This is an optimization exercise on Yosys and OpenROAD, whose aim is small area, not a production implementation.
In this exercise RTL edits were held to simulation tests only and were not proved equivalent to the original.
No driver is modelled on the clock port, so clock power and skew are understated where the tree is cut down; a real chip needs a root buffer or a tree.
Power figures rest on the tool's default switching activity, not on a simulated workload.

Design fu_ctrl, start of the top module:
module fu_ctrl (
    input  logic      clk,
    input  logic      rst,
    input  fu_ctrl_pkg::inst_t     inst,
    input  logic      valid_id,
    input  logic      cmp_res_fu,
    output logic      issue_ready,
    output logic      branch_ctrl,
    output logic      reg_id_flush,
    output fu_ctrl_pkg::imm_sel_e  imm_sel,
    output fu_ctrl_pkg::alu_op_e   alu_op,
    output fu_ctrl_pkg::jump_op_e  jump_op,
    output logic      alu_src_a,
    output logic      alu_src_b,
    output logic      mem_we,
    output logic      alu_en,
    output logic      mem_en,
    output logic      mul_en,
    output logic      div_en,
    output logic      jump_en,
    output fu_ctrl_pkg::fu_e       write_sel,
    output fu_ctrl_pkg::reg_addr_t rd_ctrl,
    output logic      reg_write
);
    fu_ctrl_pkg::fu_e       fu_class;
    fu_ctrl_pkg::reg_addr_t rd;
    fu_ctrl_pkg::reg_addr_t rs1;
    fu_ctrl_pkg::reg_addr_t rs2;
    logic                   rd_used;
    inst_decode u_decode (
        .inst, .fu_class, .rd, .rs1, .rs2, .rd_used,
        .imm_sel, .alu_op, .jump_op, .alu_src_a, .alu_src_b, .mem_we
    );
    logic c_alu, c_mem, c_mul, c_div, c_jmp;
    assign c_alu = fu_class == fu_ctrl_pkg::FU_ALU;
    assign c_mem = fu_class == fu_ctrl_pkg::FU_MEM;
    assign c_mul = fu_class == fu_ctrl_pkg::FU_MUL;
    assign c_div = fu_class == fu_ctrl_pkg::FU_DIV;
    assign c_jmp = fu_class == fu_ctrl_pkg::FU_JUMP;
    logic       l_alu, l_mem, l_jmp;    
    logic       e1;                     
    logic       p2_mem, p2_jmp;         
    logic       p2_w;                   
    logic [4:0] x1, x0;                 
    logic [2:0] mc;                     
  ...
For scale: about 320 cells after synthesis, ~45 flip-flops, about 67 I/O pins.
Settings: LEC_CHECK=0, CAP_MARGIN=0, CORE_MARGIN=2, CORE_UTILIZATION=40, SLEW_MARGIN=0; clock period 9.0 ns.
standard.sh (not shown) runs the stock make flow with config.mk's settings and CLKGATE_MAP_FILE= SYNTH_SCRIPT=/design/flow/synth_recipe.tcl, a recipe that flattens the netlist after the stock synthesis.
==> flow/flow/run.sh <==
#!/bin/bash
# Standard layout, with the smallest buffer on the ports and a single-level clock tree.
set -euo pipefail
export BUFFER_PORTS_ARGS="-buffer_cell sky130_fd_sc_hd__buf_1"
export CTS_ARGS="-sink_clustering_enable -repair_clock_nets -dont_use_dummy_load -buf_list sky130_fd_sc_hd__clkbuf_4 -sink_clustering_size 50 -sink_clustering_max_diameter 200"
bash standard.sh > standard_flow.log 2>&1
Then changed:
==> flow/flow/run.sh (replaced) <==
#!/bin/bash
# Standard layout, with the smallest buffer on the ports and a single-level clock tree.
set -euo pipefail
export BUFFER_PORTS_ARGS="-buffer_cell sky130_fd_sc_hd__buf_1"
export CTS_ARGS="-sink_clustering_enable -repair_clock_nets -dont_use_dummy_load -buf_list {sky130_fd_sc_hd__clkbuf_2 sky130_fd_sc_hd__clkbuf_4 sky130_fd_sc_hd__clkbuf_8}"
bash standard.sh > standard_flow.log 2>&1
CORE_UTILIZATION = 70   (was 40)
Area after synthesis does not change.
Cell count falls by 10%.
Final area falls by 0.93%.
Combinational power stays flat.
Fmax climbs by about 2%.
Power rose by about 6%.
Synthesized cell count stays the same.
Utilization goes up by 35 points.
Via count came out higher by 4.4%.
Routed wire length goes down by 2.7%.
Then changed:
==> flow/flow/run.sh (replaced) <==
#!/bin/bash
# Standard layout, except: an area-oriented ABC script in synthesis, the smallest
# buffer on the ports, and no dummy clock loads.
set -euo pipefail
cd "$(dirname "$0")/.."
export MY_WORK=$(pwd)
export MY_ABC_SCRIPT=$MY_WORK/flow/abc_area.script
export BUFFER_PORTS_ARGS="-buffer_cell sky130_fd_sc_hd__buf_1"
export CTS_ARGS="-sink_clustering_enable -repair_clock_nets -dont_use_dummy_load"
bash standard.sh SYNTH_SCRIPT=$MY_WORK/flow/synth.tcl finish > standard_flow.log 2>&1
==> flow/flow/abc_area.script (new file) <==
strash
&get -n
&st
&deepsyn -T 20
&put
dch -f
amap -m
topo
dnsize -c
==> flow/flow/synth.tcl (new file) <==
# The standard synthesis script, with the combinational mapping done by an
# area-oriented ABC script (flow/abc_area.script) instead of the speed script.
proc abc {args} {
  set i [lsearch -exact $args -script]
  if { $i >= 0 } { lset args [expr {$i + 1}] $::env(MY_ABC_SCRIPT) }
  puts "abc args: $args"
  yosys abc {*}$args
}
source $::env(MY_WORK)/synth_recipe.tcl
CORE_UTILIZATION = 40   (was 70)
Outcome:
- register-to-register slack is worse by 0.63 ns
- synthesized cell count grows by 0.94%
- critical path depth grows by 6
- clock-buffer cell count stays the same
Then changed:
==> flow/run.sh (new file) <==
#!/bin/bash
# synth_recipe.tcl (not shown) runs the flow's synth.tcl, then flattens the netlist and writes it again
# the make line also repeats each setting of config.mk as NAME=value (left out here)
make -C /OpenROAD-flow-scripts/flow DESIGN_CONFIG=/design/flow/config.mk WORK_HOME=/design/flow/orfs CLKGATE_MAP_FILE= SYNTH_SCRIPT=/design/flow/synth_recipe.tcl finish
CAP_MARGIN = 20   (was 0)
SLEW_MARGIN = 20   (was 0)
removed: flow/flow/run.sh
removed: flow/flow/abc_area.script
removed: flow/flow/synth.tcl
removed: flow/standard.sh
After rerunning:
- die area increases by about 11%
- clock-buffer cell count does not change
- maximum frequency decreases by about 7%
- hold slack is better by 0.036 ns
- synthesized cell count decreases by 0.93%
- global-route usage decreases by 1.9 points
- setup slack is worse by 0.49 ns

* * *

Setup of build 63:
fu_ctrl, a different RTL version from the one above (not shown whole).
Size: ~280 cells after synthesis.
export LEC_CHECK = 0
export CAP_MARGIN = 0
export CORE_MARGIN = 2
export CORE_UTILIZATION = 40
export SLEW_MARGIN = 0
create_clock -name core_clock -period 9.0 [get_ports {clk}]
==> flow/flow/run.sh <==
#!/bin/bash
# Standard layout, except: synthesis maps the logic with an area-oriented ABC
# script (best of several seeds), the ports get the smallest buffer, CTS adds
# no dummy clock loads, and the root clock buffer is downsized after CTS.
set -euo pipefail
cd "$(dirname "$0")/.."
export MY_WORK=$(pwd)
export MY_ABC_SCRIPT=$MY_WORK/flow/abc_area.script
export MY_ABC_SEEDS="1 2 3 4 5 6 7 8"
export BUFFER_PORTS_ARGS="-buffer_cell sky130_fd_sc_hd__buf_1"
export CTS_ARGS="-sink_clustering_enable -repair_clock_nets -dont_use_dummy_load"
export POST_CTS_TCL=$MY_WORK/flow/post_cts.tcl
bash standard.sh SYNTH_SCRIPT=$MY_WORK/flow/synth.tcl finish > standard_flow.log 2>&1
==> flow/flow/abc_area.script <==
strash
&get -n
&st
&deepsyn -T 20 -S @SEED@
&nf -R 1000 -p
&put
topo
dnsize -c
==> flow/flow/post_cts.tcl <==
# After CTS: the root clock buffer only drives the few leaf buffers, so give it
# a smaller cell.
set root [[ord::get_db_block] findInst clkbuf_0_clk]
if { $root ne "NULL" } {
  replace_cell [get_cells clkbuf_0_clk] sky130_fd_sc_hd__clkbuf_2
  detailed_placement
  puts "post_cts: root clock buffer is now [[$root getMaster] getName]"
}
==> flow/flow/synth.tcl <==
# The standard synthesis script, with the combinational mapping done by an
# area-oriented ABC script (flow/abc_area.script, @SEED@ replaced by a seed)
# instead of the speed script. The mapping is tried with several seeds and the
# smallest result is kept.
proc abc {args} {
  set i [lsearch -exact $args -script]
  set lib [lindex $args [expr {[lsearch -exact $args -liberty] + 1}]]
  set tmpl [read [set f [open $::env(MY_ABC_SCRIPT)]]]; close $f
  yosys design -save pre_abc
  set best ""
  foreach seed $::env(MY_ABC_SEEDS) {
    yosys design -load pre_abc
    set sf $::env(MY_WORK)/abc_seed_$seed.script
    set f [open $sf w]; puts -nonewline $f [string map [list @SEED@ $seed] $tmpl]; close $f
    set a $args
    if { $i >= 0 } { lset a [expr {$i + 1}] $sf }
    yosys abc {*}$a
    yosys tee -q -o $::env(MY_WORK)/abc_seed_$seed.stat stat -liberty $lib
    set f [open $::env(MY_WORK)/abc_seed_$seed.stat]; set txt [read $f]; close $f
    regexp {Chip area for module[^:]*:\s*([0-9.]+)} $txt -> area
    puts "abc seed $seed: area $area"
    if { $best eq "" || $area < $best } {
      set best $area
      yosys design -save best_abc
    }
  }
  yosys design -load best_abc
  puts "abc kept area $best"
}
source $::env(MY_WORK)/synth_recipe.tcl
The following lists how build 28 was set up differently from build 63:
==> flow/flow/run.sh <==
#!/bin/bash
# Standard layout, except: synthesis maps the logic with an area-oriented ABC
# script (best of several seeds), the ports get the smallest buffer, CTS adds
# no dummy clock loads, and the root clock buffer is removed after CTS.
set -euo pipefail
cd "$(dirname "$0")/.."
export MY_WORK=$(pwd)
export MY_ABC_SCRIPT=$MY_WORK/flow/abc_area.script
export MY_ABC_SEEDS="1 2 3 4 5 6 7 8 9 10 11 12"
export BUFFER_PORTS_ARGS="-buffer_cell sky130_fd_sc_hd__buf_1"
export CTS_ARGS="-sink_clustering_enable -repair_clock_nets -dont_use_dummy_load"
export POST_CTS_TCL=$MY_WORK/flow/post_cts.tcl
bash standard.sh SYNTH_SCRIPT=$MY_WORK/flow/synth.tcl finish > standard_flow.log 2>&1
==> flow/flow/post_cts.tcl <==
set blk [ord::get_db_block]
set root [$blk findInst clkbuf_0_clk]
if { $root ne "NULL" } {
  set in_net [[$root findITerm A] getNet]
  set out_net [[$root findITerm X] getNet]
  set loads {}
  foreach it [$out_net getITerms] {
    if { [$it getInst] ne $root } { lappend loads $it }
  }
  if { [llength $loads] <= 4 && [llength [$in_net getITerms]] == 1 } {
    foreach it $loads {
      $it disconnect
      $it connect $in_net
    }
    [$root findITerm A] disconnect
    [$root findITerm X] disconnect
    odb::dbInst_destroy $root
    odb::dbNet_destroy $out_net
    puts "post_cts: root clock buffer removed, the clock port drives [llength $loads] leaf buffers"
  } else {
    replace_cell [get_cells clkbuf_0_clk] sky130_fd_sc_hd__clkbuf_2
    detailed_placement
    puts "post_cts: root clock buffer is now [[$root getMaster] getName]"
  }
  estimate_parasitics -placement
  report_clock_skew
}
### Flow results
Against build 63, build 28 reports a wire length of the first global-routing pass that is higher. The synthesized area was comparable across build 63 and build 28. Against build 63, build 28 comes in 0.99 points higher on global-route usage. [build 28] worst path setup slack after routing fell 0.14 ns relative to build 63. Build 63 → build 28: critical path depth lost 1, total power shrank by 0.73%, share of the clock period used by the worst path rose 1.6 points, clock-cell share of area went down, share of total power in the clock network shrank by 1.5 points. Between build 63 and build 28, total met3 wirelength after detailed routing is lower for build 63, build 28 comes in above that.
Changes in build 88 relative to build 28:
==> flow/flow/run.sh <==
#!/bin/bash
# Standard layout, except: synthesis maps the logic with an area-oriented ABC
# script (best of several seeds), the ports get the smallest buffer, and CTS
# adds no dummy clock loads.
set -euo pipefail
cd "$(dirname "$0")/.."
export MY_WORK=$(pwd)
export MY_ABC_SCRIPT=$MY_WORK/flow/abc_area.script
export MY_ABC_SEEDS="1 2 3 4 5 6"
export BUFFER_PORTS_ARGS="-buffer_cell sky130_fd_sc_hd__buf_1"
export CTS_ARGS="-sink_clustering_enable -repair_clock_nets -dont_use_dummy_load"
bash standard.sh SYNTH_SCRIPT=$MY_WORK/flow/synth.tcl finish > standard_flow.log 2>&1
removed: flow/flow/post_cts.tcl
### Flow results
- Build 88 finished every stage and its layout cleared the timing, design-rule and antenna checks.
- Summary — total of clock buffers placed in the layout, build 88 relative to build 28: higher, by 1.
- Measured against each other, build 88 and build 28 differ in maximum fanout encountered on the critical timing path, the higher figure coming from build 88.
- Total routing resource utilization after global routing (build 88 over build 28): decrease, 0.78 points
- The higher setup slack came out of build 28.
- Min minimum clock period across build 88 and build 28: build 28
- Build 88 vs build 28: simple-gate area share of the yosys netlist down

* * *

fu_ctrl, a different RTL version from the one above (not shown whole).
Size in the first run: roughly 290 cells after synthesis, ~43 flip-flops, ~67 I/O pins.
// fu_ctrl
module fu_ctrl (
    input  logic      clk,
    input  logic      rst,
    input  fu_ctrl_pkg::inst_t     inst,
    input  logic      valid_id,
    input  logic      cmp_res_fu,
    output logic      issue_ready,
    output logic      branch_ctrl,
    output logic      reg_id_flush,
    output fu_ctrl_pkg::imm_sel_e  imm_sel,
    output fu_ctrl_pkg::alu_op_e   alu_op,
    output fu_ctrl_pkg::jump_op_e  jump_op,
    output logic      alu_src_a,
    output logic      alu_src_b,
    output logic      mem_we,
    output logic      alu_en,
    output logic      mem_en,
    output logic      mul_en,
    output logic      div_en,
    output logic      jump_en,
    output fu_ctrl_pkg::fu_e       write_sel,
    output fu_ctrl_pkg::reg_addr_t rd_ctrl,
    output logic      reg_write
);
clock: 9.0 ns
lec_check: 0
cap_margin: 0
core_margin: 2
core_utilization: 40
slew_margin: 0
==> flow/flow/run.sh <==
#!/bin/bash
# Standard layout, except: an area-oriented ABC script in synthesis, the smallest
# buffer on the ports, and no dummy clock loads.
set -euo pipefail
cd "$(dirname "$0")/.."
export MY_WORK=$(pwd)
export MY_ABC_SCRIPT=$MY_WORK/flow/abc_area.script
export BUFFER_PORTS_ARGS="-buffer_cell sky130_fd_sc_hd__buf_1"
export CTS_ARGS="-sink_clustering_enable -repair_clock_nets -dont_use_dummy_load"
bash standard.sh SYNTH_SCRIPT=$MY_WORK/flow/synth.tcl finish > standard_flow.log 2>&1
==> flow/flow/abc_area.script <==
strash
&get -n
&st
&deepsyn -T 20
&nf -R 1000 -p
&put
topo
dnsize -c
==> flow/flow/synth.tcl <==
# The standard synthesis script, with the combinational mapping done by an
# area-oriented ABC script (flow/abc_area.script) instead of the speed script.
proc abc {args} {
  set i [lsearch -exact $args -script]
  if { $i >= 0 } { lset args [expr {$i + 1}] $::env(MY_ABC_SCRIPT) }
  puts "abc args: $args"
  yosys abc {*}$args
}
source $::env(MY_WORK)/synth_recipe.tcl
The starting point finished with timing, DRC and antenna clean.
Next try:
==> flow/flow/run.sh (replaced) <==
#!/bin/bash
# Standard layout, except: synthesis maps the logic with an area-oriented ABC
# script (best of several seeds), the ports get the smallest buffer, and CTS
# adds no dummy clock loads.
set -euo pipefail
cd "$(dirname "$0")/.."
export MY_WORK=$(pwd)
export MY_ABC_SCRIPT=$MY_WORK/flow/abc_area.script
export MY_ABC_SEEDS="1 2 3 4 5 6"
export BUFFER_PORTS_ARGS="-buffer_cell sky130_fd_sc_hd__buf_1"
export CTS_ARGS="-sink_clustering_enable -repair_clock_nets -dont_use_dummy_load"
bash standard.sh SYNTH_SCRIPT=$MY_WORK/flow/synth.tcl finish > standard_flow.log 2>&1
==> flow/flow/abc_area.script (replaced) <==
strash
&get -n
&st
&deepsyn -T 20 -S @SEED@
&nf -R 1000 -p
&put
topo
dnsize -c
==> flow/flow/synth.tcl (replaced) <==
# The standard synthesis script, with the combinational mapping done by an
# area-oriented ABC script (flow/abc_area.script, @SEED@ replaced by a seed)
# instead of the speed script. The mapping is tried with several seeds and the
# smallest result is kept.
proc abc {args} {
  set i [lsearch -exact $args -script]
  set lib [lindex $args [expr {[lsearch -exact $args -liberty] + 1}]]
  set tmpl [read [set f [open $::env(MY_ABC_SCRIPT)]]]; close $f
  yosys design -save pre_abc
  set best ""
  foreach seed $::env(MY_ABC_SEEDS) {
    yosys design -load pre_abc
    set sf $::env(MY_WORK)/abc_seed_$seed.script
    set f [open $sf w]; puts -nonewline $f [string map [list @SEED@ $seed] $tmpl]; close $f
    set a $args
    if { $i >= 0 } { lset a [expr {$i + 1}] $sf }
    yosys abc {*}$a
    yosys tee -q -o $::env(MY_WORK)/abc_seed_$seed.stat stat -liberty $lib
    set f [open $::env(MY_WORK)/abc_seed_$seed.stat]; set txt [read $f]; close $f
    regexp {Chip area for module[^:]*:\s*([0-9.]+)} $txt -> area
    puts "abc seed $seed: area $area"
    if { $best eq "" || $area < $best } {
      set best $area
      yosys design -save best_abc
    }
  }
  yosys design -load best_abc
  puts "abc kept area $best"
}
source $::env(MY_WORK)/synth_recipe.tcl
Result:
- The new run went through all stages and came out clean
- setup slack gets worse by 0.21 ns
- synthesized area drops by 0.65%
- register-to-register slack improves by 0.20 ns
- core utilization went down by 0.15 points
- non-clock buffer count rose by 1
- synthesized cell count shrinks by 2.1%
- sequential power decreases by about 3%
- critical path depth falls by 4
- combinational power went up by about 3%

-- afterwards: timing with drivers on the ports --
In the flow no input, the clock included, has a driving cell. The finished layouts below were timed again as built, in two steps.
Step 1: set_driving_cell puts a clkbuf_16 on clk and a buf_2 on each other input, an assumption about the parent block.
Step 2 also shifts input and output timing later by t, the mid clock arrival at the registers, as if the neighbouring blocks saw the same clock.
a / b / c = ideal ports / drivers / drivers and shift; a / b = the first two.
run	t (ns)	setup slack, ns	worst setup path after step 2	slew at the worst register clock pin (ns)
the first run of note 1	0.366	2.600 / 2.576 / 2.576	input to output	0.12 / 0.12
the second run of note 1	0.311	2.726 / 2.703 / 2.703	input to output	0.08 / 0.08
the third run of note 1	0.320	2.438 / 2.413 / 2.413	input to output	0.09 / 0.09
the fourth run of note 1	0.319	1.946 / 1.924 / 1.924	input to output	0.09 / 0.09
build 63	0.385	2.425 / 2.405 / 2.405	input to output	0.08 / 0.08
build 28	0.190	2.284 / 2.261 / 2.261	input to output	0.08 / 0.08
build 88	0.315	2.203 / 2.180 / 2.180	input to output	0.09 / 0.09
the first run of note 3	0.305	2.279 / 2.259 / 2.259	input to output	0.08 / 0.08
the second run of note 3	0.318	2.074 / 2.050 / 2.050	input to output	0.08 / 0.08
After both steps setup and hold are still met in every run listed. The setup slack of the third run of note 1, which loses most, moves by -0.025 ns with the drivers and by -0.025 ns with both steps.
